This is an optimization exercise on Yosys and OpenROAD, whose aim is small area, a short achievable clock period and few clock cycles per item, not a production implementation. At most, simulation tests tie the RTL to the original design; equivalence was not proved. For run 5, only the layout was checked, not whether the RTL still works. Power and IR drop assume default switching activity.

===== flow/run.sh =====
#!/bin/bash
# synth_recipe.tcl (not shown) runs the flow's synth.tcl, then flattens the netlist and writes it again
# the make line also repeats each setting of config.mk as NAME=value (left out here)
make -C /OpenROAD-flow-scripts/flow DESIGN_CONFIG=/design/flow/config.mk WORK_HOME=/design/flow/orfs CLKGATE_MAP_FILE= SYNTH_SCRIPT=/design/flow/synth_recipe.tcl finish

===== flow/config.mk =====
export PLATFORM = sky130hd
export DESIGN_NAME = xoroshiro_range_generator_top
export DESIGN_NICKNAME = xoroshiro_range_generator_top
export VERILOG_FILES = /design/flow/design.v
export SDC_FILE = /design/flow/constraint.sdc
export NUM_CORES = 4
export LEC_CHECK = 0
export CAP_MARGIN = 20
export CORE_MARGIN = 2
export CORE_UTILIZATION = 55
export SETUP_SLACK_MARGIN = 1.0
export SLEW_MARGIN = 20

===== flow/constraint.sdc =====
create_clock -name core_clock -period 6.0 [get_ports {clk}]
set_input_delay 1.2000 -clock core_clock [delete_from_list [all_inputs] [get_ports {clk}]]
set_output_delay 1.2000 -clock core_clock [all_outputs]
set_load 0.01 [all_outputs]

===== flow/design.v =====
package xrg_pkg;
  localparam int unsigned WORD_W = 64;
  localparam logic [WORD_W-1:0] ALL_ONES = '1;
  localparam int unsigned ROT_A   = 55;
  localparam int unsigned SHIFT_B = 14;
  localparam int unsigned ROT_C   = 36;
  localparam logic [WORD_W-1:0] SEED0_RESET = WORD_W'(1);
  localparam logic [WORD_W-1:0] SEED1_RESET = WORD_W'(0);
  localparam int unsigned CFG_IDX_W = 1;
  localparam logic [CFG_IDX_W-1:0] CFG_SEED0 = 1'b0;
  localparam logic [CFG_IDX_W-1:0] CFG_SEED1 = 1'b1;
  localparam logic [1:0] REQ_RAW  = 2'd0;
  localparam logic [1:0] REQ_UPTO = 2'd1;
  localparam logic [1:0] REQ_SPAN = 2'd2;
  localparam int unsigned QDEPTH  = 2;
  localparam int unsigned QPTR_W  = (QDEPTH > 1) ? $clog2(QDEPTH) : 1;
  localparam int unsigned QCNT_W  = $clog2(QDEPTH + 1);
  localparam int unsigned DIV_STEPS = WORD_W;
  localparam int unsigned DCNT_W    = $clog2(DIV_STEPS);
  typedef enum logic {
    OP_PASS = 1'b0,
    OP_MOD  = 1'b1
  } xrg_op_t;
  typedef struct packed {
    logic [1:0]        req_type;
    logic [WORD_W-1:0] bound_low;
    logic [WORD_W-1:0] bound_high;
  } xrg_req_t;
  typedef struct packed {
    logic [WORD_W-1:0] value;
    logic              range_error;
  } xrg_rsp_t;
  typedef struct packed {
    xrg_op_t           op;
    logic [WORD_W-1:0] operand;
    logic [WORD_W-1:0] bound;
    logic [WORD_W-1:0] offset;
    logic              err;
  } xrg_job_t;
  localparam int unsigned JOB_W = 1 + 3 * WORD_W + 1;
  function automatic logic [WORD_W-1:0] rotl(input logic [WORD_W-1:0] v,
                                             input int unsigned amt);
    rotl = (v << amt) | (v >> (WORD_W - amt));
  endfunction
endpackage
import xrg_pkg::*;
module xrg_front
(
  input  logic                          clk,
  input  logic                          rst,
  input  logic                          adv,
  input  logic                          cfg_valid,
  input  logic [xrg_pkg::CFG_IDX_W-1:0] cfg_index,
  input  logic [xrg_pkg::WORD_W-1:0]    cfg_data,
  output logic [xrg_pkg::WORD_W-1:0]    raw
);
  logic [WORD_W-1:0] gen0;
  logic [WORD_W-1:0] gen1;
  logic [WORD_W-1:0] mix;
  logic [WORD_W-1:0] gen0_next;
  logic [WORD_W-1:0] gen1_next;
  logic raw_co;
  xrg_add #(.W(WORD_W)) u_raw (.a(gen0), .b(gen1), .ci(1'b0), .s(raw), .co(raw_co));
  assign mix       = gen0 ^ gen1;
  assign gen0_next = ((gen0 << ROT_A) | (gen0 >> (WORD_W-ROT_A))) ^ mix ^ (mix << SHIFT_B);
  assign gen1_next = ((mix << ROT_C) | (mix >> (WORD_W-ROT_C)));
  always_ff @(posedge clk) begin
    if (rst) begin
      gen0 <= SEED0_RESET;
      gen1 <= SEED1_RESET;
    end else begin
      if (cfg_valid && cfg_index == CFG_SEED0) gen0 <= cfg_data;
      else if (adv)                            gen0 <= gen0_next;
      if (cfg_valid && cfg_index == CFG_SEED1) gen1 <= cfg_data;
      else if (adv)                            gen1 <= gen1_next;
    end
  end
endmodule
module xrg_add #(
  parameter int W = 64
) (
  input  logic [W-1:0] a,
  input  logic [W-1:0] b,
  input  logic         ci,
  output logic [W-1:0] s,
  output logic         co
);
  localparam int L = $clog2(W);
  logic [W-1:0] p;
  logic [W-1:0] g;
  logic [W-1:0] gp;
  logic [W-1:0] pp;
  always_comb begin
    p = a ^ b;
    g = a & b;
    gp = g;
    pp = p;
    gp[0] = g[0] | (p[0] & ci);
    for (int l = 0; l < L; l++) begin
      for (int j = 0; j < W; j++) begin
        if (((j + 1) % (2 << l)) == 0) begin
          gp[j] = gp[j] | (pp[j] & gp[j - (1 << l)]);
          pp[j] = pp[j] & pp[j - (1 << l)];
        end
      end
    end
    for (int l = L - 2; l >= 0; l--) begin
      for (int j = 0; j < W; j++) begin
        if ((((j + 1) % (2 << l)) == (1 << l)) && (j >= (2 << l))) begin
          gp[j] = gp[j] | (pp[j] & gp[j - (1 << l)]);
          pp[j] = pp[j] & pp[j - (1 << l)];
        end
      end
    end
    s  = p ^ {gp[W-2:0], ci};
    co = gp[W-1];
  end
endmodule
import xrg_pkg::*;
module xrg_back
(
  input  logic                       clk,
  input  logic                       rst,
  input  logic                       req_valid,
  output logic                       req_stall,
  input  xrg_pkg::xrg_req_t          req,
  input  logic                       cfg_valid,
  input  logic [xrg_pkg::WORD_W-1:0] raw,
  output logic                       adv,
  output logic                       rsp_valid,
  input  logic                       rsp_stall,
  output xrg_pkg::xrg_rsp_t          rsp
);
  logic       st_a;       
  logic       st_div;     
  logic       st_fin;     
  logic       first;      
  logic [5:0] cnt;        
  logic [1:0] kind;
  logic       hi_ones;
  logic       hi_zero;
  logic       lo_eq_hi;
  logic       span_lt;
  logic       pend;       
  logic       err;
  logic [63:0] r;
  logic [64:0] b1;
  logic [64:0] b3;
  logic [63:0] nlo;       
  logic take;
  logic out_free;
  assign take     = req_valid && !req_stall;
  assign out_free = !rsp_valid || !rsp_stall;
  assign rsp      = {r, err};
  logic [63:0] diff;
  logic        diff_co;
  xrg_add #(.W(64)) u_diff (
    .a (req.bound_high), .b (~req.bound_low), .ci (1'b1), .s (diff), .co (diff_co)
  );
  logic [63:0] s1;
  logic [63:0] s2;
  logic [63:0] s3;
  logic        k1;
  logic        k2;
  logic        k3;
  logic        c1;
  logic        c2;
  logic        c3;
  logic [63:0] r_div;
  xrg_add #(.W(64)) u_s1 (.a (r), .b (~b1[63:0]),           .ci (1'b0), .s (s1), .co (k1));
  xrg_add #(.W(64)) u_s2 (.a (r), .b (~{b1[62:0], 1'b1}),   .ci (1'b0), .s (s2), .co (k2));
  xrg_add #(.W(64)) u_s3 (.a (r), .b (~b3[63:0]),           .ci (1'b0), .s (s3), .co (k3));
  assign c1 = k1 && !b1[64];
  assign c2 = k2 && !b1[64] && !b1[63];
  assign c3 = k3 && !b3[64];
  always_comb begin
    if (c3)      r_div = s3;
    else if (c2) r_div = s2;
    else if (c1) r_div = s1;
    else         r_div = r;
  end
  logic [63:0] ps;
  logic        ps_co;
  xrg_add #(.W(64)) u_b3 (
    .a ({1'b0, b1[64:2]}), .b ({b1[64:2], 1'b1}), .ci (1'b1), .s (ps), .co (ps_co)
  );
  logic [63:0] nb;
  logic [31:0] pv;        
  logic [4:0]  klo;
  logic        k32;
  logic [5:0]  k;
  logic [64:0] bn;
  assign nb = b1[63:0];
  always_comb begin
    for (int i = 0; i < 32; i++) begin
      if (i == 0) pv[31] = nb[63];
      else        pv[31 - i] = nb[64 - 2*i] | nb[63 - 2*i];
    end
  end
  assign k32 = (nb[63:1] == 63'd0);
  logic [15:0] z2;
  logic [15:0] n2;
  logic [7:0]  z4;
  logic [15:0] n4;
  logic [3:0]  z8;
  logic [11:0] n8;
  logic [1:0]  z16;
  logic [7:0]  n16;
  always_comb begin
    for (int g = 0; g < 16; g++) begin
      z2[g] = !(pv[2*g+1] || pv[2*g]);
      n2[g] = !pv[2*g+1];
    end
    for (int g = 0; g < 8; g++) begin
      z4[g] = z2[2*g+1] && z2[2*g];
      n4[2*g +: 2] = z2[2*g+1] ? {1'b1, n2[2*g]} : {1'b0, n2[2*g+1]};
    end
    for (int g = 0; g < 4; g++) begin
      z8[g] = z4[2*g+1] && z4[2*g];
      n8[3*g +: 3] = z4[2*g+1] ? {1'b1, n4[2*(2*g) +: 2]} : {1'b0, n4[2*(2*g+1) +: 2]};
    end
    for (int g = 0; g < 2; g++) begin
      z16[g] = z8[2*g+1] && z8[2*g];
      n16[4*g +: 4] = z8[2*g+1] ? {1'b1, n8[3*(2*g) +: 3]} : {1'b0, n8[3*(2*g+1) +: 3]};
    end
    klo = z16[1] ? {1'b1, n16[3:0]} : {1'b0, n16[7:4]};
  end
  assign k = k32 ? 6'd32 : {1'b0, klo};
  logic [64:0] sh0;
  logic [64:0] sh1;
  logic [64:0] sh2;
  logic [64:0] sh3;
  logic [64:0] sh4;
  assign sh0 = {1'b0, nb};
  assign sh1 = klo[4] ? {sh0[32:0], {32{1'b1}}} : sh0;
  assign sh2 = klo[3] ? {sh1[48:0], {16{1'b1}}} : sh1;
  assign sh3 = klo[2] ? {sh2[56:0], {8{1'b1}}}  : sh2;
  assign sh4 = klo[1] ? {sh3[60:0], {4{1'b1}}}  : sh3;
  assign bn  = k32 ? {65{1'b1}} : (klo[0] ? {sh4[62:0], {2{1'b1}}} : sh4);
  logic is_raw;
  logic is_upto;
  logic is_span;
  logic a_go;             
  logic a_div;            
  logic a_fin;            
  logic a_done;           
  logic a_zero;           
  logic div_last;
  assign is_raw   = (kind == REQ_RAW);
  assign is_upto  = (kind == REQ_UPTO);
  assign is_span  = (kind == REQ_SPAN);
  assign a_go     = st_a && out_free;
  assign a_div    = (is_upto && !hi_ones && !hi_zero) ||
                    (is_span && !span_lt && !hi_ones && !lo_eq_hi);
  assign a_fin    = is_span && !span_lt && !hi_ones && lo_eq_hi;
  assign a_done   = !a_div && !a_fin;
  assign a_zero   = (kind == 2'd3) || (is_upto && !hi_ones && hi_zero) ||
                    (is_span && (span_lt || (!hi_ones && lo_eq_hi)));
  assign div_last = (cnt == 6'd0);
  always_comb begin
    adv = 1'b0;
    if (st_a && pend) begin
      case (kind)
        REQ_RAW:  adv = 1'b1;
        REQ_UPTO: adv = hi_ones || !hi_zero;
        REQ_SPAN: adv = !span_lt && (hi_ones || !lo_eq_hi);
        default:  adv = 1'b0;
      endcase
    end
  end
  logic       n_a;
  logic       n_div;
  logic       n_fin;
  logic [5:0] n_cnt;
  logic [1:0] n_kind;
  always_comb begin
    n_a   = st_a && !out_free;
    n_div = 1'b0;
    n_fin = 1'b0;
    n_cnt = cnt;
    if (a_go) begin
      n_div = a_div;
      n_fin = a_fin;
      n_cnt = k;
    end
    if (st_div) begin
      n_cnt = cnt - 6'd1;
      if (!div_last)    n_div = 1'b1;
      else if (is_span) n_fin = 1'b1;
    end
    if (take) begin
      n_a = 1'b1;
    end
    n_kind = take ? req.req_type : kind;
  end
  always_ff @(posedge clk) begin
    if (rst) begin
      st_a      <= 1'b0;
      st_div    <= 1'b0;
      st_fin    <= 1'b0;
      rsp_valid <= 1'b0;
      req_stall <= 1'b0;
    end else begin
      st_a   <= n_a;
      st_div <= n_div;
      st_fin <= n_fin;
      req_stall <= n_a || (n_div && !(n_cnt == 6'd0 && n_kind != REQ_SPAN));
      if ((a_go && a_done) || (st_div && div_last && !is_span) || st_fin) begin
        rsp_valid <= 1'b1;
      end else if (!rsp_stall) begin
        rsp_valid <= 1'b0;
      end
    end
  end
  always_ff @(posedge clk) begin
    cnt   <= n_cnt;
    first <= 1'b0;
    if (st_a) pend <= 1'b0;
    if (st_div) begin
      r <= r_div;
    end else if (st_fin) begin
      r <= s1;
    end else if (a_go) begin
      r   <= a_zero ? 64'd0 : b3[63:0];
      err <= is_span && span_lt;
    end
    if (a_go) begin
      if (a_fin) begin
        b1 <= {1'b0, nlo};
      end else begin
        b1    <= bn;
        b3    <= {65{1'b1}};
        first <= 1'b1;
      end
    end
    if (st_div) begin
      if (div_last) b1 <= {1'b0, nlo};
      else          b1 <= {2'b00, b1[64:2]};
      if (first)    b3 <= {ps_co, ps};
      else          b3 <= {2'b00, b3[64:2]};
    end
    if (take) begin
      b3       <= {1'b0, raw};
      b1       <= {1'b0, (req.req_type == REQ_SPAN) ? diff : req.bound_high};
      nlo      <= ~req.bound_low;
      kind     <= req.req_type;
      hi_ones  <= (req.bound_high == ALL_ONES);
      hi_zero  <= (req.bound_high == '0);
      lo_eq_hi <= (req.bound_high == req.bound_low);
      span_lt  <= !diff_co;
      pend     <= !cfg_valid;
    end
  end
endmodule
import xrg_pkg::*;
module xoroshiro_range_generator_top
(
  input  logic                 clk,
  input  logic                 rst,
  input  logic                 req_valid,
  output logic                 req_stall,
  input  xrg_pkg::xrg_req_t             req,
  output logic                 rsp_valid,
  input  logic                 rsp_stall,
  output xrg_pkg::xrg_rsp_t             rsp,
  input  logic                 cfg_valid,
  output logic                 cfg_ready,
  input  logic [xrg_pkg::CFG_IDX_W-1:0] cfg_index,
  input  logic [xrg_pkg::WORD_W-1:0]    cfg_data
);
  logic                      adv;
  logic [xrg_pkg::WORD_W-1:0] raw;
  assign cfg_ready = 1'b1;
  xrg_front u_front (
    .clk       (clk),
    .rst       (rst),
    .adv       (adv),
    .cfg_valid (cfg_valid),
    .cfg_index (cfg_index),
    .cfg_data  (cfg_data),
    .raw       (raw)
  );
  xrg_back u_back (
    .clk       (clk),
    .rst       (rst),
    .req_valid (req_valid),
    .req_stall (req_stall),
    .req       (req),
    .cfg_valid (cfg_valid),
    .raw       (raw),
    .adv       (adv),
    .rsp_valid (rsp_valid),
    .rsp_stall (rsp_stall),
    .rsp       (rsp)
  );
endmodule

==> results of run 1 <==
[worst max-delay path: stages, from the launching register on]
cell	delay, ns
dfxtp_1	0.33
ha_1	0.23
fa_1	0.49
a21oi_2	0.19
o211ai_1	0.20
a211oi_2	0.26
buf_4	0.18
nor4_1	0.07
or3_4	0.45
a31o_2	0.29
a21boi_0	0.24
inv_1	0.12
a21o_1	0.18
a21o_1	0.19
fa_1	0.58
nor2_1	0.54
a21oi_1	0.09
[per-stage QoR]
stage	power, mW	std cells
5_1_grt	17.4	5979
4_1_cts	16.2	5966
3_3_place_gp	12.7	5865
3_5_place_dp	12.8	5865
2_1_floorplan	9.73	4758
6_report	16.6	5981
[cell type report]
type / instances / area [sq um] / area share [%]
sequential: 406 / 10800 / 22.4
clock buffer: 72 / 1460 / 3.03
timing repair buffer: 439 / 4040 / 8.40
multi-input combinational: 3733 / 29000 / 60.4
inverter: 325 / 1230 / 2.57
clock inverter: 25 / 319 / 0.664
antenna: 3 / 7.51 / 0.0156
tap: 978 / 1220 / 2.55
[routing by layer]
metal  up-vias  GRT usage [%]  wire length [um]
li1      17800              -                 -
met1     19300           59.4             68800
met2      2590           61.1             69700
met3       511           14.2             23900
met4        14           18.0              9200
met5         -              0               131
[flip-flops by register name (all words and copies together), names as in the netlist, 2 cells and up]
| register | flops |
|---|---|
| u_back.nlo | 64 |
| u_back.b3 | 65 |
| u_front.gen1 | 64 |
| u_back.b1 | 65 |
| u_front.gen0 | 64 |
| u_back.r | 64 |
| u_back.kind | 2 |
| u_back.cnt | 6 |
[layout by cell type (no fill, tap or decap), types with 9 or more instances in the layout]
cell             instances
a221oi_1                67
clkbuf_16               52
clkdlybuf4s50_1        264
nand2b_1                31
o21a_1                  28
a211oi_1                65
nand4_1                 84
o221ai_1               102
edfxtp_1               262
o21ai_0                233
ha_1                   411
inv_1                  319
nand2_1                534
a31oi_1                 16
and2_1                   9
a311oi_1               127
nor2_1                 366
a21oi_1                329
a21o_1                 190
dfxtp_1                141
mux2_2                  23
nor3_1                  24
nand3_1                 59
a221o_1                 20
o22ai_1                 18
nor4_1                  26
xor2_1                  90
nor2b_1                 27
fa_1                   189
and4_1                  15
o21bai_1                22
o211ai_1                47
clkbuf_1                12
mux2i_1                181
a22oi_1                 31
buf_4                  167
xnor2_1                211
[cell families (layout without fill, tap and decap cells)]
group / count (synthesis) / in the layout / synth area share (%)
buffers and inverters: 620 / 861 / 5.75
multiplexers: 208 / 208 / 5.17
AO/OA/AOI/OAI: 1397 / 1397 / 22.9
other: 1 / 4 / 0.00897
flip-flops: 406 / 406 / 25.7
adder cells (fa/ha/maj): 601 / 601 / 21.4
XOR/XNOR: 304 / 304 / 6.37
AND/OR/NAND/NOR: 1221 / 1222 / 12.8
[where the power goes]
part	leakage [nW]	switching, mW	internal (mW)
clock network	0.860	1.44	1.92
registers	3.68	0.520	3.45
logic	15.9	5.59	3.67
[synth_stat cells, types with 8 or more instances]
library cell / number / share of area [%]
a211oi_1: 67 / 1.2
a21boi_0: 9 / 0.16
a21o_1: 191 / 3.4
a21oi_1: 334 / 4.0
a221o_1: 20 / 0.48
a221oi_1: 70 / 1.5
a22oi_1: 32 / 0.57
a311oi_1: 127 / 2.7
a31o_2: 8 / 0.17
a31oi_1: 18 / 0.27
and2_1: 11 / 0.16
and4_1: 15 / 0.31
buf_1: 21 / 0.19
buf_2: 17 / 0.20
clkbuf_1: 247 / 2.2
dfxtp_1: 144 / 6.9
edfxtp_1: 262 / 19
fa_1: 190 / 9.1
ha_1: 411 / 12
inv_1: 324 / 2.9
mux2_2: 23 / 0.62
mux2i_1: 181 / 4.3
nand2_1: 537 / 4.8
nand2b_1: 34 / 0.51
nand3_1: 60 / 0.72
nand4_1: 84 / 1.3
nor2_1: 371 / 3.3
nor2b_1: 28 / 0.42
nor3_1: 26 / 0.31
nor4_1: 26 / 0.39
o211ai_1: 47 / 0.84
o21a_1: 29 / 0.52
o21ai_0: 237 / 2.8
o21bai_1: 22 / 0.39
o221ai_1: 103 / 2.2
o22ai_1: 19 / 0.28
xnor2_1: 214 / 4.5
xor2_1: 90 / 1.9
[worst paths after layout]
check / startpoint / endpoint / slack, ns / cells after the start
max: u_front.gen0[0]$_SDFFE_PP1P_ / u_back.b3[46]$_DFFE_PP_ / 1.08 / 16
min: u_front.gen1[13]$_SDFFE_PP0P_ / u_front.gen1[13]$_SDFFE_PP0P_ / 0.49 / 2
max reg2reg: u_front.gen0[0]$_SDFFE_PP1P_ / u_back.b3[46]$_DFFE_PP_ / 1.08 / 16
min reg2reg: u_front.gen1[13]$_SDFFE_PP0P_ / u_front.gen1[13]$_SDFFE_PP0P_ / 0.49 / 2
[timing repair]
item,CTS,global route
setup buffers,3,11
endpoints found under the setup margin,63,126
hold buffers,0,0
gates cloned,1,0
pin swaps,4,10
resized for setup,8,34
==> results.sh, run 1 <==
export IMPL_synth_cell_types=90
export IMPL_hold_viol_final=0
export IMPL_num_rows=101
export IMPL_grt_usage_pct=42.9
export IMPL_floorplan_core_area_sq_um=75600
export IMPL_grt_first_pass_wirelength_mm=250
export IMPL_initialDrtViolationCount=5265
export IMPL_layout_cell_area_non_filler_sq_um=48000
export IMPL_synth_edf_count=262
export IMPL_worst_ir_drop_vdd_v=0.000241
export IMPL_num_nets_final=5758
export IMPL_dp_hpwl_mm=134
export IMPL_synth_async_reset_ratio_pct=0
export IMPL_buffer_ports_inserted=266
export IMPL_routed_via_density=6.73
export IMPL_period_utilisation_layout_pct=82.0
export IMPL_syn_to_final_growth_pct=14.9
export IMPL_grt_setup_unrepaired="no"
export IMPL_count_of_antenna_violating_nets_left_after_detailed_routing=0
export IMPL_gate_count_post_synth=4758
export IMPL_arrival_ns=5.29
export IMPL_drive_above_1_share_pct=7.46
export IMPL_power_density_nw_per_um2=346
export IMPL_fp_dieW_um=280
export IMPL_yosys_most_used_dff="edfxtp_1"
export IMPL_cts_made_buffers=52
export IMPL_ctsHtreeMaxLevel=2
export IMPL_timing_critical_path_to_type="register"
export IMPL_power_static_leakage_nw=20.5
export IMPL_finalClockSkew_ns=0.0248
export IMPL_routedWlPerCell_um=28.7
export IMPL_timing_slew_headroom_pct=24.2
export IMPL_pre_cts_slack_ns=0.273
export IMPL_avgSynthCellArea_sq_um=8.79
export IMPL_grt_max_degree=94
export IMPL_gpl_final_weighted_congestion=1.03
export IMPL_post_route_min_period_ns=4.92
export IMPL_crit_path_max_fanout=5
export IMPL_min_delay_path_class="register to register"
export IMPL_drt_pre_antenna_iters=8
export IMPL_grt_antenna_before_repair=14
export IMPL_fin_util_pct=63.6
export IMPL_remaining_drc_errors=0
export IMPL_number_of_register_bits_inferred_by_synthesis=406
export IMPL_wl_mm=172
export IMPL_cts_tree="built"
export IMPL_vias=40200
export IMPL_die_height_um=280
export IMPL_placed_inst_area_sq_um=45900
export IMPL_run_status="complete, no violations"
export IMPL_setup_worst_path_start_class="register"
export IMPL_cts_max_path_buffers=3
export IMPL_first_global_vias=37200
export IMPL_cts_root_buffer_cell="clkbuf_16"
export IMPL_clk_pin_slew_ns=0.06
export IMPL_fin_tns_setup_ns=0
export IMPL_worst_hold_slack_ns=0.491
export IMPL_post_synth_instance_area_sq_um=41800
export IMPL_clkLatencyLatePin_ns=0.67
export IMPL_final_max_slew_viol_count=0
export IMPL_floorplan_io_pins=268
export IMPL_worst_max_slew_pin_slew_ns=1.13
export IMPL_required_ns=6.37
export IMPL_maximum_frequency_from_static_timing_analysis_mhz=203
export IMPL_maxCapViolations=0
export IMPL_synthesis_nets=5559
export IMPL_filler_cell_count=6579
export IMPL_design_die_area_sq_um=78300
export IMPL_seq_area_frac_synth_pct=25.7
export IMPL_synthesis_yosys_warnings=4
export IMPL_initial_utilization_pct=55.4
export IMPL_worst_setup_path_type="register to register"
export IMPL_setup_viol_count_final=0
export IMPL_clock_sinks=406
export IMPL_gr_total_overflow=0
export IMPL_post_route_worst_setup_slack_ns=1.08
Testbench counts, summed over its fixed seeds: cycles 25,818, items 1,600.
==> run 2, diff against run 1 <==
--- a/flow/config.mk
+++ b/flow/config.mk
@@ -7,6 +7,6 @@
 export LEC_CHECK = 0
 export CAP_MARGIN = 20
 export CORE_MARGIN = 2
-export CORE_UTILIZATION = 55
-export SETUP_SLACK_MARGIN = 1.0
+export CORE_UTILIZATION = 40
+export SETUP_SLACK_MARGIN = 1.5
 export SLEW_MARGIN = 20
==> run 2 against run 1 <==
Effect of this change:
- first-iteration DRC count is 11% lower
- register-to-register slack gained 0.31 ns
- via count fell by 0.41%
- sequential power is essentially flat
- clock power grew 3%
- die area grew 37%
- non-clock buffer count is 82 higher
==> results.sh, run 2 <==
export IMPL_run_status="complete, no violations"
export IMPL_clk_pin_slew_ns=0.06
export IMPL_synth_edf_count=262
export IMPL_top_signal_layer_used="met5"
export IMPL_min_delay_path_depth=2
export IMPL_maxCapViolations=0
export IMPL_timing_rr_start="u_back.b1[13]$_DFFE_PP_"
export IMPL_synth_adder_area_share_pct=21.4
export IMPL_setup_reg_to_reg_worst_slack_ns=1.39
export IMPL_reg2reg_depth=20
export IMPL_wl_met1_mm=71.2
export IMPL_final_max_slew_viol_count=0
export IMPL_cts_root_buffer_cell="clkbuf_16"
export IMPL_cp_num_cells=20
export IMPL_path_buf_inv=9
export IMPL_placedCellCount=6259
export IMPL_gate_count_post_synth=4758
export IMPL_synthTopCellsByCount="537 x nand2_1, 411 x ha_1, 371 x nor2_1, 334 x a21oi_1, 324 x inv_1"
export IMPL_first_global_vias=38100
export IMPL_worst_path_dominant_cell_family="compound AO/OA/AOI/OAI gates"
export IMPL_final_instance_count_excl_fill=6459
export IMPL_required_ns=6.37
export IMPL_internal_power_mw=9.53
export IMPL_reg_largest_list="u_back.b1: 65 flops, u_back.b3: 65 flops"
export IMPL_synth_top_cell_area_share_pct=18.8
export IMPL_multi_input_comb_area_sq_um=29900
export IMPL_num_rows=118
export IMPL_synth_cell_types=90
export IMPL_crit_path_max_fanout=8
export IMPL_routedWlPerCell_um=26.8
export IMPL_critPathMostFrequentCell="buf_4"
export IMPL_worst_max_slew_pin_slew_ns=1.17
export IMPL_sequentialPowerShare_pct=23.1
export IMPL_synth_mux_area_fraction_pct=5.17
export IMPL_switching_pwr_mw=7.61
export IMPL_routed_via_density=6.21
export IMPL_post_synth_instance_area_sq_um=41800
export IMPL_layout_cell_area_non_filler_sq_um=50500
export IMPL_setup_worst_path_start_class="register"
export IMPL_count_of_antenna_violating_nets_left_after_detailed_routing=0
export IMPL_fin_tns_setup_ns=0
export IMPL_fin_util_pct=48.7
export IMPL_clkLatencyLatePin_ns=0.66
export IMPL_hold_viol_final=0
export IMPL_grt_setup_unrepaired="yes"
export IMPL_most_common_cell_after_layout_fill_and_taps_aside="nand2_1"
export IMPL_yosys_most_used_dff="edfxtp_1"
export IMPL_post_synth_and_or_nand_nor_area_fraction_pct=12.8
export IMPL_min_delay_path_class="register to register"
export IMPL_synth_top_cell_by_area="edfxtp_1"
export IMPL_seq_area_frac_synth_pct=25.7
export IMPL_route_met3_wl_mm=18.3
export IMPL_grt_usage_pct=30.6
export IMPL_routed_wl_met2_mm=75.5
export IMPL_grt_first_pass_wirelength_mm=248
export IMPL_num_nets_final=5841
export IMPL_synth_xor_area_share_pct=6.37
export IMPL_power_static_leakage_nw=21.3
export IMPL_post_route_worst_setup_slack_ns=1.39
export IMPL_min_delay_worst_endpoint="u_front.gen1[55]$_SDFFE_PP0P_"
export IMPL_maximum_frequency_from_static_timing_analysis_mhz=217
export IMPL_drt_pre_antenna_iters=6
export IMPL_initialDrtViolationCount=4673
export IMPL_grt_antenna_before_repair=2
export IMPL_die_height_um=327
export IMPL_fp_dieW_um=327
export IMPL_main_combinational_cell_family_by_area_after_synthesis="compound AO/OA/AOI/OAI gates"
export IMPL_filler_cell_count=9856
export IMPL_design_die_area_sq_um=107000
export IMPL_area_fraction_in_compound_gates_after_synthesis_pct=22.9
export IMPL_gr_total_overflow=0
export IMPL_buffer_ports_inserted=266
export IMPL_layout_area_seq_sq_um=10800
export IMPL_clock_sinks=406
export IMPL_setup_viol_count_final=0
export IMPL_regToRegEndpoint="u_back.r[41]$_DFFE_PP_"
export IMPL_worstPathCellList="inv_1 -> ha_2 -> nand3_1 -> nor2_2 -> nand3_1 -> a311o_2 -> a2111oi_4 -> buf_4 -> o211ai_1 -> buf_4 -> a2111oi_4 -> buf_4 -> nor3_4 -> buf_6 -> buf_4 -> o21a_4 -> o22ai_4 -> buf_6 -> buf_12 -> clkbuf_16"
export IMPL_worstHoldStart="u_front.gen1[55]$_SDFFE_PP0P_"
export IMPL_timing_slew_headroom_pct=21.0
export IMPL_cts_tree="built"
export IMPL_dp_hpwl_mm=128
export IMPL_avgSynthCellArea_sq_um=8.79
export IMPL_wl_mm=173
export IMPL_arrival_ns=4.98
export IMPL_critical_path_slowest_cell="a311o_2"
export IMPL_slowest_cell_delay_on_critical_path_ns=0.45
export IMPL_finalClockSkew_ns=0.0213
export IMPL_synthesis_yosys_warnings=4
export IMPL_worst_hold_slack_ns=0.491
export IMPL_syn_to_final_growth_pct=20.6
export IMPL_grt_max_degree=98
export IMPL_period_utilisation_layout_pct=76.9
export IMPL_synth_async_reset_ratio_pct=0
export IMPL_power_density_nw_per_um2=340
export IMPL_worst_setup_path_type="register to register"
export IMPL_post_route_min_period_ns=4.61
export IMPL_worst_ir_drop_vdd_v=0.000241
export IMPL_drive_above_1_share_pct=11.8
export IMPL_yosys_top_cells_area="edfxtp_1 19%, ha_1 12%, fa_1 9.1%, dfxtp_1 6.9%, nand2_1 4.8%"
export IMPL_gpl_final_weighted_congestion=1.00
export IMPL_cts_max_path_buffers=3
export IMPL_placed_inst_area_sq_um=46500
export IMPL_antenna_cells=0
export IMPL_power_combinational_fraction_pct=56.7
export IMPL_remaining_drc_errors=0
export IMPL_power_share_switching_pct=44.4
export IMPL_yosys_cell_count_top_type="nand2_1"
export IMPL_initial_utilization_pct=40.4
export IMPL_cts_made_buffers=53
export IMPL_pre_cts_slack_ns=0.258
export IMPL_floorplan_core_area_sq_um=104000
export IMPL_design_power_total_mw=17.1
export IMPL_power_clock_fraction_pct=20.2
export IMPL_ctsHtreeMaxLevel=2
export IMPL_vias=40100
export IMPL_floorplan_io_pins=268
export IMPL_timing_critical_path_to_type="register"
export IMPL_number_of_register_bits_inferred_by_synthesis=406
export IMPL_synthesis_nets=5559
export IMPL_layout_common_cells="534 x nand2_1, 393 x ha_1, 361 x nor2_1"
==> run 2: cell counts after synthesis <==
Identical to the previous run, type by type.
==> run 2: tightest hold or removal path: stages (launching register included) <==
cell	delay, ns
dfxtp_1	0.31
nand2_1	0.06
a311oi_1	0.08
==> run 2: worst max-delay path by stage <==
stage	from	endpoint	slack, ns
after floorplan	req[0]	u_back.b1[46]$_DFFE_PP_	1.49
after global placement	req[0]	u_back.b1[47]$_DFFE_PP_	0.40
after detailed placement	req[0]	u_back.b1[47]$_DFFE_PP_	0.26
after CTS	u_back.b1[0]$_DFFE_PP_	u_back.r[62]$_DFFE_PP_	1.25
after global routing	u_back.b1[0]$_DFFE_PP_	u_back.r[62]$_DFFE_PP_	1.25
final	u_back.b1[13]$_DFFE_PP_	u_back.r[41]$_DFFE_PP_	1.39
==> run 2: final cells by class <==
| class | instances | area share (%) |
|---|---|---|
| sequential | 406 | 21.3 |
| clock buffer | 76 | 3.13 |
| timing repair buffer | 521 | 9.93 |
| inverter | 325 | 2.47 |
| tap | 1380 | 3.42 |
| multi-input combinational | 3733 | 59.3 |
| clock inverter | 18 | 0.456 |
==> run 2: power groups by stage <==
stage          logic (mW)  clock network, mW  registers (mW)
6_report             9.73               3.46            3.95
3_3_place_gp         8.61                  0            4.01
5_1_grt              10.5               3.57            3.97
2_1_floorplan        5.86                  0            3.88
4_1_cts              9.11               3.48            3.94
3_5_place_dp         8.70                  0            4.01
==> run 2: logic make-up after synthesis <==
kind of cell             count (synthesis)
AO/OA/AOI/OAI                         1397
XOR/XNOR                               304
adder cells (fa/ha/maj)                601
buffers and inverters                  620
flip-flops                             406
multiplexers                           208
other                                    1
AND/OR/NAND/NOR                       1221
==> run 2: metal layers <==
metal	GRT usage [%]	vias up
met5	0	-
met2	46.7	2098
li1	-	18000
met3	6.93	375
met1	41.8	19600
met4	12.4	4
==> run 2: timing repair <==
action                     in CTS  in global routing
setup endpoints to repair     211                191
hold buffers                    0                  0
hold endpoints to repair        0                  0
buffers inserted               45                 47
resized for setup             122                162
cloned                          3                 11
pin swaps                      72                 92
==> run 3, diff against run 2 <==
--- a/flow/design.v
+++ b/flow/design.v
@@ -134,8 +134,7 @@
   logic       st_a;       
   logic       st_div;     
   logic       st_fin;     
-  logic       first;      
-  logic [5:0] cnt;        
+  logic [4:0] cnt;        
   logic [1:0] kind;
   logic       hi_ones;
   logic       hi_zero;
@@ -144,8 +143,8 @@
   logic       pend;       
   logic       err;
   logic [63:0] r;
-  logic [64:0] b1;
-  logic [64:0] b3;
+  logic [63:0] b1;
+  logic [63:0] rawq;      
   logic [63:0] nlo;       
   logic take;
   logic out_free;
@@ -167,37 +166,39 @@
   logic        c2;
   logic        c3;
   logic [63:0] r_div;
-  xrg_add #(.W(64)) u_s1 (.a (r), .b (~b1[63:0]),           .ci (1'b0), .s (s1), .co (k1));
+  logic [66:0] t3x;
+  logic [66:0] t3y;
+  logic [66:0] t3z;
+  logic [66:0] t3s;
+  logic [66:0] t3c;
+  logic [66:0] t3;
+  logic        t3_co;
+  xrg_add #(.W(64)) u_s1 (.a (r), .b (~b1),                 .ci (1'b0), .s (s1), .co (k1));
   xrg_add #(.W(64)) u_s2 (.a (r), .b (~{b1[62:0], 1'b1}),   .ci (1'b0), .s (s2), .co (k2));
-  xrg_add #(.W(64)) u_s3 (.a (r), .b (~b3[63:0]),           .ci (1'b0), .s (s3), .co (k3));
-  assign c1 = k1 && !b1[64];
-  assign c2 = k2 && !b1[64] && !b1[63];
-  assign c3 = k3 && !b3[64];
+  assign t3x = {3'b000, r};
+  assign t3y = {3'b111, ~b1};
+  assign t3z = {2'b11, ~b1, 1'b0};
+  assign t3s = t3x ^ t3y ^ t3z;
+  assign t3c = {(t3x[65:0] & t3y[65:0]) | (t3x[65:0] & t3z[65:0]) | (t3y[65:0] & t3z[65:0]), 1'b0};
+  xrg_add #(.W(67)) u_s3 (.a (t3s), .b (t3c), .ci (1'b0), .s (t3), .co (t3_co));
+  assign s3 = t3[63:0];
+  assign c1 = k1;
+  assign c2 = k2 && !b1[63];
+  assign c3 = !t3[66];
   always_comb begin
     if (c3)      r_div = s3;
     else if (c2) r_div = s2;
     else if (c1) r_div = s1;
     else         r_div = r;
   end
-  logic [63:0] ps;
-  logic        ps_co;
-  xrg_add #(.W(64)) u_b3 (
-    .a ({1'b0, b1[64:2]}), .b ({b1[64:2], 1'b1}), .ci (1'b1), .s (ps), .co (ps_co)
-  );
-  logic [63:0] nb;
   logic [31:0] pv;        
-  logic [4:0]  klo;
-  logic        k32;
-  logic [5:0]  k;
-  logic [64:0] bn;
-  assign nb = b1[63:0];
+  logic [4:0]  k;
+  logic [63:0] bn;
   always_comb begin
     for (int i = 0; i < 32; i++) begin
-      if (i == 0) pv[31] = nb[63];
-      else        pv[31 - i] = nb[64 - 2*i] | nb[63 - 2*i];
+      pv[31 - i] = b1[63 - 2*i] | b1[62 - 2*i];
     end
   end
-  assign k32 = (nb[63:1] == 63'd0);
   logic [15:0] z2;
   logic [15:0] n2;
   logic [7:0]  z4;
@@ -223,20 +224,17 @@
       z16[g] = z8[2*g+1] && z8[2*g];
       n16[4*g +: 4] = z8[2*g+1] ? {1'b1, n8[3*(2*g) +: 3]} : {1'b0, n8[3*(2*g+1) +: 3]};
     end
-    klo = z16[1] ? {1'b1, n16[3:0]} : {1'b0, n16[7:4]};
+    k = z16[1] ? {1'b1, n16[3:0]} : {1'b0, n16[7:4]};
   end
-  assign k = k32 ? 6'd32 : {1'b0, klo};
-  logic [64:0] sh0;
-  logic [64:0] sh1;
-  logic [64:0] sh2;
-  logic [64:0] sh3;
-  logic [64:0] sh4;
-  assign sh0 = {1'b0, nb};
-  assign sh1 = klo[4] ? {sh0[32:0], {32{1'b1}}} : sh0;
-  assign sh2 = klo[3] ? {sh1[48:0], {16{1'b1}}} : sh1;
-  assign sh3 = klo[2] ? {sh2[56:0], {8{1'b1}}}  : sh2;
-  assign sh4 = klo[1] ? {sh3[60:0], {4{1'b1}}}  : sh3;
-  assign bn  = k32 ? {65{1'b1}} : (klo[0] ? {sh4[62:0], {2{1'b1}}} : sh4);
+  logic [63:0] sh1;
+  logic [63:0] sh2;
+  logic [63:0] sh3;
+  logic [63:0] sh4;
+  assign sh1 = k[4] ? {b1[31:0],  {32{1'b1}}} : b1;
+  assign sh2 = k[3] ? {sh1[47:0], {16{1'b1}}} : sh1;
+  assign sh3 = k[2] ? {sh2[55:0], {8{1'b1}}}  : sh2;
+  assign sh4 = k[1] ? {sh3[59:0], {4{1'b1}}}  : sh3;
+  assign bn  = k[0] ? {sh4[61:0], {2{1'b1}}}  : sh4;
   logic is_raw;
   logic is_upto;
   logic is_span;
@@ -256,7 +254,7 @@
   assign a_done   = !a_div && !a_fin;
   assign a_zero   = (kind == 2'd3) || (is_upto && !hi_ones && hi_zero) ||
                     (is_span && (span_lt || (!hi_ones && lo_eq_hi)));
-  assign div_last = (cnt == 6'd0);
+  assign div_last = (cnt == 5'd0);
   always_comb begin
     adv = 1'b0;
     if (st_a && pend) begin
@@ -271,7 +269,7 @@
   logic       n_a;
   logic       n_div;
   logic       n_fin;
-  logic [5:0] n_cnt;
+  logic [4:0] n_cnt;
   logic [1:0] n_kind;
   always_comb begin
     n_a   = st_a && !out_free;
@@ -284,7 +282,7 @@
       n_cnt = k;
     end
     if (st_div) begin
-      n_cnt = cnt - 6'd1;
+      n_cnt = cnt - 5'd1;
       if (!div_last)    n_div = 1'b1;
       else if (is_span) n_fin = 1'b1;
     end
@@ -304,7 +302,7 @@
       st_a   <= n_a;
       st_div <= n_div;
       st_fin <= n_fin;
-      req_stall <= n_a || (n_div && !(n_cnt == 6'd0 && n_kind != REQ_SPAN));
+      req_stall <= n_a || (n_div && !(n_cnt == 5'd0 && n_kind != REQ_SPAN));
       if ((a_go && a_done) || (st_div && div_last && !is_span) || st_fin) begin
         rsp_valid <= 1'b1;
       end else if (!rsp_stall) begin
@@ -313,35 +311,25 @@
     end
   end
   always_ff @(posedge clk) begin
-    cnt   <= n_cnt;
-    first <= 1'b0;
+    cnt <= n_cnt;
     if (st_a) pend <= 1'b0;
     if (st_div) begin
       r <= r_div;
     end else if (st_fin) begin
       r <= s1;
     end else if (a_go) begin
-      r   <= a_zero ? 64'd0 : b3[63:0];
+      r   <= a_zero ? 64'd0 : rawq;
       err <= is_span && span_lt;
     end
-    if (a_go) begin
-      if (a_fin) begin
-        b1 <= {1'b0, nlo};
-      end else begin
-        b1    <= bn;
-        b3    <= {65{1'b1}};
-        first <= 1'b1;
-      end
-    end
-    if (st_div) begin
-      if (div_last) b1 <= {1'b0, nlo};
-      else          b1 <= {2'b00, b1[64:2]};
-      if (first)    b3 <= {ps_co, ps};
-      else          b3 <= {2'b00, b3[64:2]};
+    if (take) begin
+      b1 <= (req.req_type == REQ_SPAN) ? diff : req.bound_high;
+    end else if (a_go) begin
+      b1 <= a_fin ? nlo : bn;
+    end else if (st_div) begin
+      b1 <= div_last ? nlo : {2'b00, b1[63:2]};
     end
     if (take) begin
-      b3       <= {1'b0, raw};
-      b1       <= {1'b0, (req.req_type == REQ_SPAN) ? diff : req.bound_high};
+      rawq     <= raw;
       nlo      <= ~req.bound_low;
       kind     <= req.req_type;
       hi_ones  <= (req.bound_high == ALL_ONES);
--- a/flow/config.mk
+++ b/flow/config.mk
@@ -7,6 +7,6 @@
 export LEC_CHECK = 0
 export CAP_MARGIN = 20
 export CORE_MARGIN = 2
-export CORE_UTILIZATION = 40
-export SETUP_SLACK_MARGIN = 1.5
+export CORE_UTILIZATION = 50
+export SETUP_SLACK_MARGIN = 1.8
 export SLEW_MARGIN = 20
==> run 3 against run 2 <==
Effect of this change:
- count of clock-buffer cells in the layout is 10 lower
- synthesized cell count is 13% lower
- clock skew is 0.0024 ns lower
- sequential power is 2% higher
- highest routed layer unchanged
- wire length is 7.5% lower
- die area is 28% lower
- cell area is 7.0% lower
- core utilization is 14 points higher
==> results.sh, run 3 <==
export IMPL_fp_dieW_um=278
export IMPL_layout_common_cells="435 x nand2_1, 299 x nor2_1, 288 x a21oi_1"
export IMPL_path_buf_inv=6
export IMPL_cts_made_buffers=51
export IMPL_slowest_cell_delay_on_critical_path_ns=0.56
export IMPL_power_static_leakage_nw=19.3
export IMPL_gpl_final_weighted_congestion=1.06
export IMPL_grt_max_degree=89
export IMPL_reg2reg_depth=17
export IMPL_floorplan_io_pins=268
export IMPL_timing_slew_headroom_pct=29.3
export IMPL_routed_via_density=6.53
export IMPL_cts_tree="built"
export IMPL_drt_pre_antenna_iters=7
export IMPL_initial_utilization_pct=50.5
export IMPL_power_density_nw_per_um2=425
export IMPL_floorplan_core_area_sq_um=74600
export IMPL_clk_pin_slew_ns=0.06
export IMPL_buffer_ports_inserted=266
export IMPL_pre_cts_slack_ns=0.0231
export IMPL_hold_viol_final=0
export IMPL_number_of_register_bits_inferred_by_synthesis=402
export IMPL_worst_hold_slack_ns=0.486
export IMPL_num_rows=100
export IMPL_grt_first_pass_wirelength_mm=229
export IMPL_remaining_drc_errors=0
export IMPL_worst_max_slew_pin_slew_ns=1.05
export IMPL_regToRegEndpoint="u_back.r[56]$_DFFE_PP_"
export IMPL_vias=36000
export IMPL_design_die_area_sq_um=77600
export IMPL_yosys_top_cells_area="edfxtp_1 21%, fa_1 12%, ha_1 11%, dfxtp_1 7.4%, xnor2_1 4.4%"
export IMPL_setup_viol_count_final=0
export IMPL_first_global_vias=33700
export IMPL_worst_ir_drop_vdd_v=0.000304
export IMPL_yosys_most_used_dff="edfxtp_1"
export IMPL_post_route_worst_setup_slack_ns=1.44
export IMPL_maxCapViolations=0
export IMPL_final_max_slew_viol_count=0
export IMPL_arrival_ns=4.99
export IMPL_setup_worst_path_start="u_back.b1[41]$_DFFE_PP_"
export IMPL_fin_util_pct=62.9
export IMPL_synth_top_cell_area_share_pct=20.9
export IMPL_critical_path_slowest_cell="fa_1"
export IMPL_layout_cell_area_non_filler_sq_um=46900
export IMPL_synth_cell_types=86
export IMPL_setup_reg_to_reg_worst_slack_ns=1.44
export IMPL_avgSynthCellArea_sq_um=9.14
export IMPL_setup_worst_path_start_class="register"
export IMPL_syn_to_final_growth_pct=24.6
export IMPL_min_delay_path_class="register to register"
export IMPL_cts_root_buffer_cell="clkbuf_16"
export IMPL_die_height_um=278
export IMPL_synth_edf_count=262
export IMPL_most_common_cell_after_layout_fill_and_taps_aside="nand2_1"
export IMPL_clkLatencyLatePin_ns=0.62
export IMPL_maximum_frequency_from_static_timing_analysis_mhz=219
export IMPL_synthesis_nets=4861
export IMPL_worst_path_dominant_cell_family="adder cells"
export IMPL_timing_critical_path_to_type="register"
export IMPL_crit_path_max_fanout=3
export IMPL_grt_antenna_before_repair=2
export IMPL_period_utilisation_layout_pct=76.0
export IMPL_run_status="complete, no violations"
export IMPL_layout_area_seq_sq_um=10700
export IMPL_cts_max_path_buffers=3
export IMPL_wl_mm=160
export IMPL_placedCellCount=5237
export IMPL_ctsHtreeMaxLevel=2
export IMPL_filler_cell_count=6380
export IMPL_design_power_total_mw=20.0
export IMPL_worst_setup_path_type="register to register"
export IMPL_cp_num_cells=17
export IMPL_timing_rr_start="u_back.b1[41]$_DFFE_PP_"
export IMPL_drive_above_1_share_pct=17.2
export IMPL_grt_usage_pct=40.0
export IMPL_worstPathCellList="clkinvlp_4 -> buf_6 -> fa_1 -> ha_1 -> a21o_1 -> a21o_1 -> or3_4 -> a21oi_2 -> o21ai_1 -> buf_4 -> a21oi_4 -> inv_2 -> buf_4 -> buf_4 -> fa_2 -> o22ai_1 -> a221oi_1"
export IMPL_clock_sinks=402
export IMPL_final_instance_count_excl_fill=5505
export IMPL_synth_async_reset_ratio_pct=0
export IMPL_dp_hpwl_mm=121
export IMPL_endpoint="u_back.r[56]$_DFFE_PP_"
export IMPL_yosys_cell_count_top_type="nand2_1"
export IMPL_gr_total_overflow=0
export IMPL_initialDrtViolationCount=4810
export IMPL_gate_count_post_synth=4123
export IMPL_routedWlPerCell_um=29.1
export IMPL_ctsHoldBuffers=0
export IMPL_required_ns=6.43
export IMPL_multi_input_comb_area_sq_um=26900
export IMPL_synth_top_cell_by_area="edfxtp_1"
export IMPL_post_synth_instance_area_sq_um=37700
export IMPL_critPathMostFrequentCell="buf_4"
export IMPL_num_nets_final=5231
export IMPL_grt_setup_unrepaired="yes"
export IMPL_fin_tns_setup_ns=0
export IMPL_finalClockSkew_ns=0.0189
export IMPL_synthTopCellsByCount="444 x nand2_1, 323 x a21oi_1, 317 x ha_1, 307 x nor2_1, 296 x inv_1"
export IMPL_synthesis_yosys_warnings=5
export IMPL_post_route_min_period_ns=4.56
export IMPL_seq_area_frac_synth_pct=28.3
export IMPL_placed_inst_area_sq_um=41900
export IMPL_count_of_antenna_violating_nets_left_after_detailed_routing=0
[run 3: cell count changes after synthesis, moves of 28 or more]
cell	before	now
o22ai_1	19	59
o221ai_1	103	19
a221oi_1	70	106
o21ai_0	237	114
nand2_1	537	444
fa_1	190	221
nor2_1	371	307
nand3_1	60	26
a21o_1	191	115
clkbuf_1	247	212
inv_1	324	296
ha_1	411	317
mux2i_1	181	93
[run 3: tightest hold or removal path, stage by stage, from the launching register on]
cell and delay, ns:
dfxtp_1 0.31, nand2_1 0.05, a311oi_1 0.07
[run 3: cell type report]
class | count | area share (%)
clock buffer | 66 | 3.08
antenna | 3 | 0.0160
sequential | 402 | 22.7
clock inverter | 27 | 0.722
multi-input combinational | 3181 | 57.2
inverter | 296 | 2.67
timing repair buffer | 561 | 11.0
tap | 969 | 2.58
[run 3: logic make-up after synthesis]
group | share of synthesized area, %
muxes | 2.80
xor gates and xnor gates | 6.30
DFF | 28.3
other | 0.00995
and+or+nand+nor | 12.3
AOI/OAI and AO/OA | 22.5
buffers and inverters | 5.48
adders and majority gates | 22.3
[run 3: worst min-delay path by stage]
stage	endpoint	start	cells past startpoint	slack, ns
CTS	u_front.gen1[55]$_SDFFE_PP0P_	u_front.gen1[55]$_SDFFE_PP0P_	2	0.49
floorplan	u_front.gen1[0]$_SDFFE_PP0P_	u_front.gen1[0]$_SDFFE_PP0P_	2	0.46
finish	u_front.gen1[55]$_SDFFE_PP0P_	u_front.gen1[55]$_SDFFE_PP0P_	2	0.49
detailed placement	u_front.gen1[55]$_SDFFE_PP0P_	u_front.gen1[55]$_SDFFE_PP0P_	2	0.48
global placement	u_front.gen1[51]$_SDFFE_PP0P_	u_front.gen1[51]$_SDFFE_PP0P_	2	0.47
global route	u_front.gen1[9]$_SDFFE_PP0P_	u_front.gen1[9]$_SDFFE_PP0P_	2	0.51
[run 3: timing repair]
| item | 4_1_cts | 5_1_grt |
|---|---|---|
| cloned | 2 | 4 |
| setup buffers | 97 | 69 |
| setup endpoints to repair | 191 | 172 |
| resized for setup | 260 | 278 |
| pin swaps | 89 | 98 |
| endpoints found under the hold margin | 0 | 0 |
[run 3: layer usage]
| metal | wire, um | part of all wire, % | vias up | global-route usage (%) |
|---|---|---|---|---|
| met5 | 76 | 0.047 | - | 0 |
| met4 | 8880 | 5.5 | 4 | 18.0 |
| met3 | 18600 | 12 | 383 | 10.2 |
| met2 | 66600 | 42 | 2099 | 57.5 |
| met1 | 66100 | 41 | 17500 | 56.6 |
| li1 | - | - | 16000 | - |
[run 3: power by group]
group	switching [mW]	internal, mW
combinational	7.34	5.23
sequential	0.530	3.51
clock	1.38	1.97
Testbench counts of run 3, summed over its fixed seeds: cycles 25,157, items 1,600.
==> run 4, diff against run 3 <==
--- a/flow/config.mk
+++ b/flow/config.mk
@@ -8,5 +8,5 @@
 export CAP_MARGIN = 20
 export CORE_MARGIN = 2
 export CORE_UTILIZATION = 50
-export SETUP_SLACK_MARGIN = 1.8
+export SETUP_SLACK_MARGIN = 1.5
 export SLEW_MARGIN = 20
==> run 4 against run 3 <==
Effect of this change:
- maximum frequency is 0.57% lower
- still clean on timing, DRC and antenna
- flip-flop and latch count stayed put
- cell area shrank 3.6%
- largest cell class unchanged
- register-to-register slack better by 0.05 ns
- hold slack gained 0.0042 ns
- critical path depth rose by 2
==> results.sh, run 4 <==
export IMPL_design_die_area_sq_um=77600
export IMPL_synth_edf_count=262
export IMPL_post_synth_instance_area_sq_um=37700
export IMPL_synth_top_cell_area_share_pct=20.9
export IMPL_finalClockSkew_ns=0.0337
export IMPL_setup_viol_count_final=0
export IMPL_grt_first_pass_wirelength_mm=226
export IMPL_worst_max_slew_pin_slew_ns=1.18
export IMPL_timing_critical_path_to_type="register"
export IMPL_die_height_um=278
export IMPL_fp_dieW_um=278
export IMPL_run_status="complete, no violations"
export IMPL_avgSynthCellArea_sq_um=9.14
export IMPL_grt_antenna_before_repair=4
export IMPL_synthesis_yosys_warnings=5
export IMPL_first_global_vias=33400
export IMPL_num_nets_final=5139
export IMPL_min_delay_worst_endpoint="u_front.gen1[17]$_SDFFE_PP0P_"
export IMPL_floorplan_io_pins=268
export IMPL_synthesis_nets=4861
export IMPL_yosys_top_cells_area="edfxtp_1 21%, fa_1 12%, ha_1 11%, dfxtp_1 7.4%, xnor2_1 4.4%"
export IMPL_buffer_ports_inserted=266
export IMPL_number_of_register_bits_inferred_by_synthesis=402
export IMPL_most_common_cell_after_layout_fill_and_taps_aside="nand2_1"
export IMPL_wl_mm=157
export IMPL_post_route_worst_setup_slack_ns=1.41
export IMPL_synthTopCellsByCount="444 x nand2_1, 323 x a21oi_1, 317 x ha_1, 307 x nor2_1, 296 x inv_1"
export IMPL_yosys_cell_count_top_type="nand2_1"
export IMPL_placedCellCount=5246
export IMPL_design_power_total_mw=19.1
export IMPL_synth_cell_types=86
export IMPL_crit_path_max_fanout=3
export IMPL_num_rows=100
export IMPL_initial_utilization_pct=50.5
export IMPL_gate_count_post_synth=4123
export IMPL_pre_cts_slack_ns=0.110
export IMPL_power_density_nw_per_um2=423
export IMPL_maxCapViolations=0
export IMPL_arrival_ns=4.95
export IMPL_cts_root_buffer_cell="clkbuf_16"
export IMPL_count_of_antenna_violating_nets_left_after_detailed_routing=0
export IMPL_hold_viol_final=0
export IMPL_worst_ir_drop_vdd_v=0.000267
export IMPL_clock_sinks=402
export IMPL_setup_reg_to_reg_worst_slack_ns=1.49
export IMPL_required_ns=6.37
export IMPL_dp_hpwl_mm=121
export IMPL_drt_pre_antenna_iters=7
export IMPL_worstHoldStart="u_front.gen1[17]$_SDFFE_PP0P_"
export IMPL_clk_pin_slew_ns=0.06
export IMPL_grt_usage_pct=39.3
export IMPL_vias=35700
export IMPL_regToRegEndpoint="u_back.r[58]$_DFFE_PP_"
export IMPL_synth_async_reset_ratio_pct=0
export IMPL_reg2reg_depth=17
export IMPL_period_utilisation_layout_pct=76.4
export IMPL_worst_setup_path_type="input port to register"
export IMPL_timing_rr_start="u_back.b1[34]$_DFFE_PP_"
export IMPL_seq_area_frac_synth_pct=28.3
export IMPL_layout_common_cells="442 x nand2_1, 304 x nor2_1, 298 x a21oi_1"
export IMPL_floorplan_core_area_sq_um=74600
export IMPL_syn_to_final_growth_pct=20.1
export IMPL_grt_max_degree=98
export IMPL_post_route_min_period_ns=4.59
export IMPL_synth_top_cell_by_area="edfxtp_1"
export IMPL_setup_worst_path_start="req[86]"
export IMPL_ctsHtreeMaxLevel=2
export IMPL_cts_max_path_buffers=3
export IMPL_remaining_drc_errors=0
export IMPL_cts_tree="built"
export IMPL_min_delay_path_class="register to register"
export IMPL_timing_slew_headroom_pct=20.4
export IMPL_clkLatencyLatePin_ns=0.65
export IMPL_yosys_most_used_dff="edfxtp_1"
export IMPL_setup_worst_path_start_class="input port"
export IMPL_final_instance_count_excl_fill=5415
export IMPL_maximum_frequency_from_static_timing_analysis_mhz=218
export IMPL_drive_above_1_share_pct=11.9
export IMPL_gr_total_overflow=0
export IMPL_gpl_final_weighted_congestion=1.06
export IMPL_grt_setup_unrepaired="yes"
export IMPL_power_static_leakage_nw=18.4
export IMPL_routed_via_density=6.60
export IMPL_ctsHoldBuffers=0
export IMPL_fin_tns_setup_ns=0
export IMPL_min_delay_path_depth=2
export IMPL_initialDrtViolationCount=4493
export IMPL_routedWlPerCell_um=29.0
export IMPL_final_max_slew_viol_count=0
export IMPL_fin_util_pct=60.7
export IMPL_cts_made_buffers=51
-- run 4: worst max-delay path: stages --
cell and delay, ns:
clkdlybuf4s50_1 0.54, inv_1 0.08, ha_1 0.29, nand4_1 0.12, buf_4 0.17, nor3_4 0.26, o2bb2ai_2 0.18, a2111oi_4 0.10
nand2b_4 0.20, o2111ai_4 0.27, a21oi_4 0.11, o21a_4 0.25, o21a_1 0.18, fa_2 0.52, nor2_1 0.04, a21oi_1 0.12
nor2_1 0.05, a31oi_1 0.16, o21ai_1 0.08
-- run 4: cells by family (layout without fill, tap and decap cells) --
| group | after synthesis | count (layout) | synth area share, % |
|---|---|---|---|
| buffers and inverters | 540 | 861 | 5.48 |
| AND/OR/NAND/NOR | 1038 | 1038 | 12.3 |
| flip-flops | 402 | 402 | 28.3 |
| AO/OA/AOI/OAI | 1229 | 1229 | 22.5 |
| XOR/XNOR | 271 | 271 | 6.30 |
| adder cells (fa/ha/maj) | 538 | 538 | 22.3 |
| multiplexers | 104 | 104 | 2.80 |
| other | 1 | 3 | 0.00995 |
-- run 4: what timing repair did --
action	4_1_cts	5_1_grt
resized for setup	102	111
setup endpoints to repair	149	155
pin swaps	19	55
gates cloned	1	1
buffers inserted	27	42
hold endpoints to repair	0	0
-- run 4: how the worst max path moves through the flow --
stage | to | slack, ns | depth (start not counted)
floorplan | u_back.b1[62]$_DFFE_PP_ | 1.51 | 18
finish | u_back.b1[62]$_DFFE_PP_ | 1.41 | 19
detailed placement | u_back.b1[62]$_DFFE_PP_ | 0.11 | 17
global placement | u_back.b1[62]$_DFFE_PP_ | -0.23 | 18
CTS | u_back.b1[62]$_DFFE_PP_ | 1.44 | 19
global route | u_back.b1[62]$_DFFE_PP_ | 1.28 | 18
-- run 4: routing by layer --
layer / GRT usage [%] / wire (um) / vias up
met5: 0 / 13 / -
met4: 16.4 / 8000 / 2
met3: 9.21 / 18400 / 395
met2: 55.8 / 64400 / 2139
met1: 57.2 / 66200 / 17400
li1: - / - / 15800
-- run 4: layout make-up --
cell class / instances / area (sq um)
Antenna cell: 2 / 5.00
Clock buffer: 64 / 1400
Sequential cell: 402 / 10700
Clock inverter: 32 / 440
Timing Repair Buffer: 469 / 4360
Tap cell: 969 / 1210
Fill cell: 6516 / 29300
Inverter: 296 / 1190
Multi-Input combinational cell: 3181 / 26000
-- run 4: metrics by stage --
| step | cell area [sq um] | hold slack [ns] |
|---|---|---|
| global route | 45200 | 0.515 |
| global placement | 41800 | 0.476 |
| detailed placement | 41800 | 0.475 |
| finish | 45200 | 0.490 |
| CTS | 44300 | 0.488 |
| floorplan | 37800 | 0.463 |
-- run 4: where the power goes --
group          switching, mW  internal [mW]
sequential             0.506           3.51
combinational           6.98           4.70
clock                   1.41           2.02
==> run 5, diff against run 4 <==
--- a/flow/design.v
+++ b/flow/design.v
@@ -137,8 +137,6 @@
   logic [4:0] cnt;        
   logic [1:0] kind;
   logic       hi_ones;
-  logic       hi_zero;
-  logic       lo_eq_hi;
   logic       span_lt;
   logic       pend;       
   logic       err;
@@ -226,6 +224,8 @@
     end
     k = z16[1] ? {1'b1, n16[3:0]} : {1'b0, n16[7:4]};
   end
+  logic b_zero;
+  assign b_zero = z16[1] && z16[0];
   logic [63:0] sh1;
   logic [63:0] sh2;
   logic [63:0] sh3;
@@ -248,20 +248,20 @@
   assign is_upto  = (kind == REQ_UPTO);
   assign is_span  = (kind == REQ_SPAN);
   assign a_go     = st_a && out_free;
-  assign a_div    = (is_upto && !hi_ones && !hi_zero) ||
-                    (is_span && !span_lt && !hi_ones && !lo_eq_hi);
-  assign a_fin    = is_span && !span_lt && !hi_ones && lo_eq_hi;
+  assign a_div    = (is_upto && !hi_ones && !b_zero) ||
+                    (is_span && !span_lt && !hi_ones && !b_zero);
+  assign a_fin    = is_span && !span_lt && !hi_ones && b_zero;
   assign a_done   = !a_div && !a_fin;
-  assign a_zero   = (kind == 2'd3) || (is_upto && !hi_ones && hi_zero) ||
-                    (is_span && (span_lt || (!hi_ones && lo_eq_hi)));
+  assign a_zero   = (kind == 2'd3) || (is_upto && !hi_ones && b_zero) ||
+                    (is_span && (span_lt || (!hi_ones && b_zero)));
   assign div_last = (cnt == 5'd0);
   always_comb begin
     adv = 1'b0;
     if (st_a && pend) begin
       case (kind)
         REQ_RAW:  adv = 1'b1;
-        REQ_UPTO: adv = hi_ones || !hi_zero;
-        REQ_SPAN: adv = !span_lt && (hi_ones || !lo_eq_hi);
+        REQ_UPTO: adv = hi_ones || !b_zero;
+        REQ_SPAN: adv = !span_lt && (hi_ones || !b_zero);
         default:  adv = 1'b0;
       endcase
     end
@@ -333,8 +333,6 @@
       nlo      <= ~req.bound_low;
       kind     <= req.req_type;
       hi_ones  <= (req.bound_high == ALL_ONES);
-      hi_zero  <= (req.bound_high == '0);
-      lo_eq_hi <= (req.bound_high == req.bound_low);
       span_lt  <= !diff_co;
       pend     <= !cfg_valid;
     end
==> run 5 against run 4 <==
Effect of this change:
- first-iteration DRC count is 1.2% higher
- synthesized area is 1.3% higher
- register-to-register slack worse by 0.03 ns
- total power fell by 7.5%
- largest cell class unchanged
- highest routed layer unchanged
==> results.sh, run 5 <==
export IMPL_run_status="complete, no violations"
export IMPL_post_route_min_period_ns=4.54
export IMPL_power_static_leakage_nw=19.2
export IMPL_arrival_ns=4.91
export IMPL_routed_via_density=6.50
export IMPL_min_delay_path_class="register to register"
export IMPL_first_global_vias=33100
export IMPL_dp_hpwl_mm=119
export IMPL_fp_dieW_um=280
export IMPL_floorplan_core_area_sq_um=75700
export IMPL_buffer_ports_inserted=266
export IMPL_synth_top_cell_by_area="edfxtp_1"
export IMPL_grt_setup_unrepaired="yes"
export IMPL_gr_total_overflow=0
export IMPL_grt_first_pass_wirelength_mm=226
export IMPL_power_density_nw_per_um2=387
export IMPL_layout_cell_area_non_filler_sq_um=45600
export IMPL_initial_utilization_pct=50.4
export IMPL_pre_cts_slack_ns=0.616
export IMPL_final_max_slew_viol_count=0
export IMPL_setup_reg_to_reg_worst_slack_ns=1.46
export IMPL_count_of_antenna_violating_nets_left_after_detailed_routing=0
export IMPL_gpl_final_weighted_congestion=1.01
export IMPL_globalRoute_busiestLayer="met2"
export IMPL_post_route_worst_setup_slack_ns=1.46
export IMPL_synthesis_yosys_warnings=5
export IMPL_ctsHoldBuffers=0
export IMPL_synth_cell_types=81
export IMPL_clkLatencyLatePin_ns=0.64
export IMPL_wl_mm=157
export IMPL_cts_made_buffers=50
export IMPL_min_delay_path_depth=1
export IMPL_groute_layer_met3_usage_pct=9.69
export IMPL_gate_count_post_synth=4149
export IMPL_cts_root_buffer_cell="clkbuf_16"
export IMPL_timing_critical_path_to_type="register"
export IMPL_grt_max_degree=102
export IMPL_use_met2_pct=58.3
export IMPL_reg2reg_depth=10
export IMPL_fin_tns_setup_ns=0
export IMPL_placed_inst_area_sq_um=42100
export IMPL_worstHoldStart="u_back.cnt[0]$_DFF_P_"
export IMPL_layout_common_cells="374 x nor2_1, 329 x nand2_1, 296 x ha_1"
export IMPL_grt_usage_pct=39.1
export IMPL_yosys_most_used_dff="edfxtp_1"
export IMPL_crit_path_max_fanout=32
export IMPL_setup_worst_path_start_class="register"
export IMPL_synth_top_cell_area_share_pct=20.5
export IMPL_min_delay_worst_endpoint="u_back.cnt[0]$_DFF_P_"
export IMPL_initialDrtViolationCount=4545
export IMPL_finalClockSkew_ns=0.0433
export IMPL_timing_slew_headroom_pct=22.8
export IMPL_cts_max_path_buffers=3
export IMPL_regToRegEndpoint="u_back.b1[43]$_DFFE_PP_"
export IMPL_num_nets_final=5177
export IMPL_cts_tree="built"
export IMPL_maxCapViolations=0
export IMPL_avgSynthCellArea_sq_um=9.19
export IMPL_setup_viol_count_final=0
export IMPL_routedWlPerCell_um=28.8
export IMPL_placedCellCount=5249
export IMPL_yosys_cell_count_top_type="nor2_1"
export IMPL_clock_sinks=400
export IMPL_synthTopCellsByCount="381 x nor2_1, 335 x nand2_1, 316 x ha_1, 305 x inv_1, 260 x edfxtp_1"
export IMPL_seq_area_frac_synth_pct=27.8
export IMPL_floorplan_io_pins=268
export IMPL_design_die_area_sq_um=78500
export IMPL_worst_ir_drop_vdd_v=0.000204
export IMPL_worst_setup_path_type="register to register"
export IMPL_num_rows=101
export IMPL_period_utilisation_layout_pct=75.7
export IMPL_worst_max_slew_pin_slew_ns=1.16
export IMPL_design_power_total_mw=17.7
export IMPL_synth_edf_count=260
export IMPL_hold_viol_final=0
export IMPL_most_common_cell_after_layout_fill_and_taps_aside="nor2_1"
export IMPL_ctsHtreeMaxLevel=2
export IMPL_grt_antenna_before_repair=3
export IMPL_remaining_drc_errors=0
export IMPL_timing_rr_start="u_back.b1[60]$_DFFE_PP_"
export IMPL_required_ns=6.37
export IMPL_drt_pre_antenna_iters=7
export IMPL_yosys_top_cells_area="edfxtp_1 20%, fa_1 12%, ha_1 10%, dfxtp_1 7.3%, nor2_1 3.7%"
export IMPL_clk_pin_slew_ns=0.06
export IMPL_final_instance_count_excl_fill=5457
export IMPL_antenna_cells=0
export IMPL_maximum_frequency_from_static_timing_analysis_mhz=220
export IMPL_drive_above_1_share_pct=12.4
export IMPL_global_route_usage_met1_pct=52.8
export IMPL_synthesis_nets=4886
export IMPL_syn_to_final_growth_pct=19.6
export IMPL_post_synth_instance_area_sq_um=38100
export IMPL_synth_async_reset_ratio_pct=0
export IMPL_die_height_um=280
export IMPL_number_of_register_bits_inferred_by_synthesis=400
export IMPL_vias=35500
run 5: cell count changes after synthesis, sizes merged, moves of 28 or more:
| cell | previous run | this run |
|---|---|---|
| o21ai | 131 | 166 |
| nor2 | 308 | 381 |
| xnor2 | 191 | 117 |
| a311oi | 115 | 48 |
| a211oi | 94 | 174 |
| mux2 | 11 | 39 |
| nor3 | 39 | 75 |
| mux2i | 93 | 141 |
| nand2 | 444 | 335 |
| a21oi | 324 | 258 |
| xor2 | 80 | 153 |
run 5: critical path, stage by stage (launching register included):
cell      delay, ns
edfxtp_1       0.61
or4_4          0.74
or4_1          0.62
buf_4          0.30
nor2_4         0.32
a221oi_1       0.18
mux2i_1        0.43
mux2i_1        0.23
mux2_2         0.36
a222oi_1       0.39
o21ai_1        0.09
run 5: power by group:
part	internal (mW)	total [mW]	leakage (nW)	switching, mW
Sequential	3.42	3.91	3.68	0.492
Combinational	4.28	10.5	14.7	6.26
Clock	1.85	3.23	0.816	1.38
Total	9.55	17.7	19.2	8.13
run 5: metrics by stage:
step	hold WS (ns)	utilization (%)
6_report	0.512	60.3
5_1_grt	0.544	60.3
4_1_cts	0.513	58.9
3_5_place_dp	0.503	55.6
3_3_place_gp	0.506	55.6
2_1_floorplan	0.445	-
run 5: timing repair:
| action | CTS | global route |
|---|---|---|
| setup buffers | 59 | 56 |
| cloned | 0 | 1 |
| gates resized for setup | 71 | 117 |
| endpoints found under the setup margin | 177 | 165 |
| endpoints found under the hold margin | 0 | 0 |
| pin swaps | 15 | 61 |
run 5: area by class of cell:
class / instances / area (sq um)
fillers: 6741 / 30100
multi-input cells: 3183 / 26200
flip-flops and latches: 400 / 10600
repair buffers: 499 / 4620
clock buffers: 64 / 1350
inverters: 306 / 1290
well taps: 978 / 1220
clock inverters: 27 / 342
run 5: layer usage:
| layer | wire length (um) | up-vias |
|---|---|---|
| li1 | - | 15800 |
| met1 | 63500 | 17300 |
| met2 | 67300 | 1967 |
| met3 | 16600 | 405 |
| met4 | 9870 | 4 |
| met5 | 122 | - |
run 5: worst max path at each step:
| stage | startpoint | to | slack (ns) | cells past startpoint |
|---|---|---|---|---|
| after global placement | req[17] | u_back.b1[47]$_DFFE_PP_ | 0.64 | 18 |
| final | u_back.b1[60]$_DFFE_PP_ | u_back.b1[43]$_DFFE_PP_ | 1.46 | 10 |
| after detailed placement | req[17] | u_back.b1[47]$_DFFE_PP_ | 0.62 | 18 |
| after floorplan | u_back.b1[4]$_DFFE_PP_ | u_back.r[10]$_DFFE_PP_ | 1.24 | 14 |
| after CTS | u_back.b1[6]$_DFFE_PP_ | u_back.r[47]$_DFFE_PP_ | 1.47 | 17 |
| after global routing | u_back.b1[24]$_DFFE_PP_ | u_back.r[63]$_DFFE_PP_ | 1.40 | 18 |
run 5: logic make-up (layout without fill, tap and decap cells):
group | count (synthesis) | after routing | synth area share, %
flops | 400 | 400 | 27.8
compound gates | 1185 | 1186 | 21.5
simple gates | 1009 | 1009 | 11.8
buf+inv | 567 | 896 | 5.88
xor+xnor | 270 | 270 | 6.20
fa+ha+maj | 537 | 537 | 22.0
mux | 180 | 180 | 4.85
other cells | 1 | 1 | 0.00983

Check on run 5: ideal ports give 1.457 ns setup slack; a clkbuf_16 on the clock port and buf_2 on the inputs give 1.457 ns; moving port delays by the midpoint clock arrival (0.691 ns) as well gives 1.038 ns.
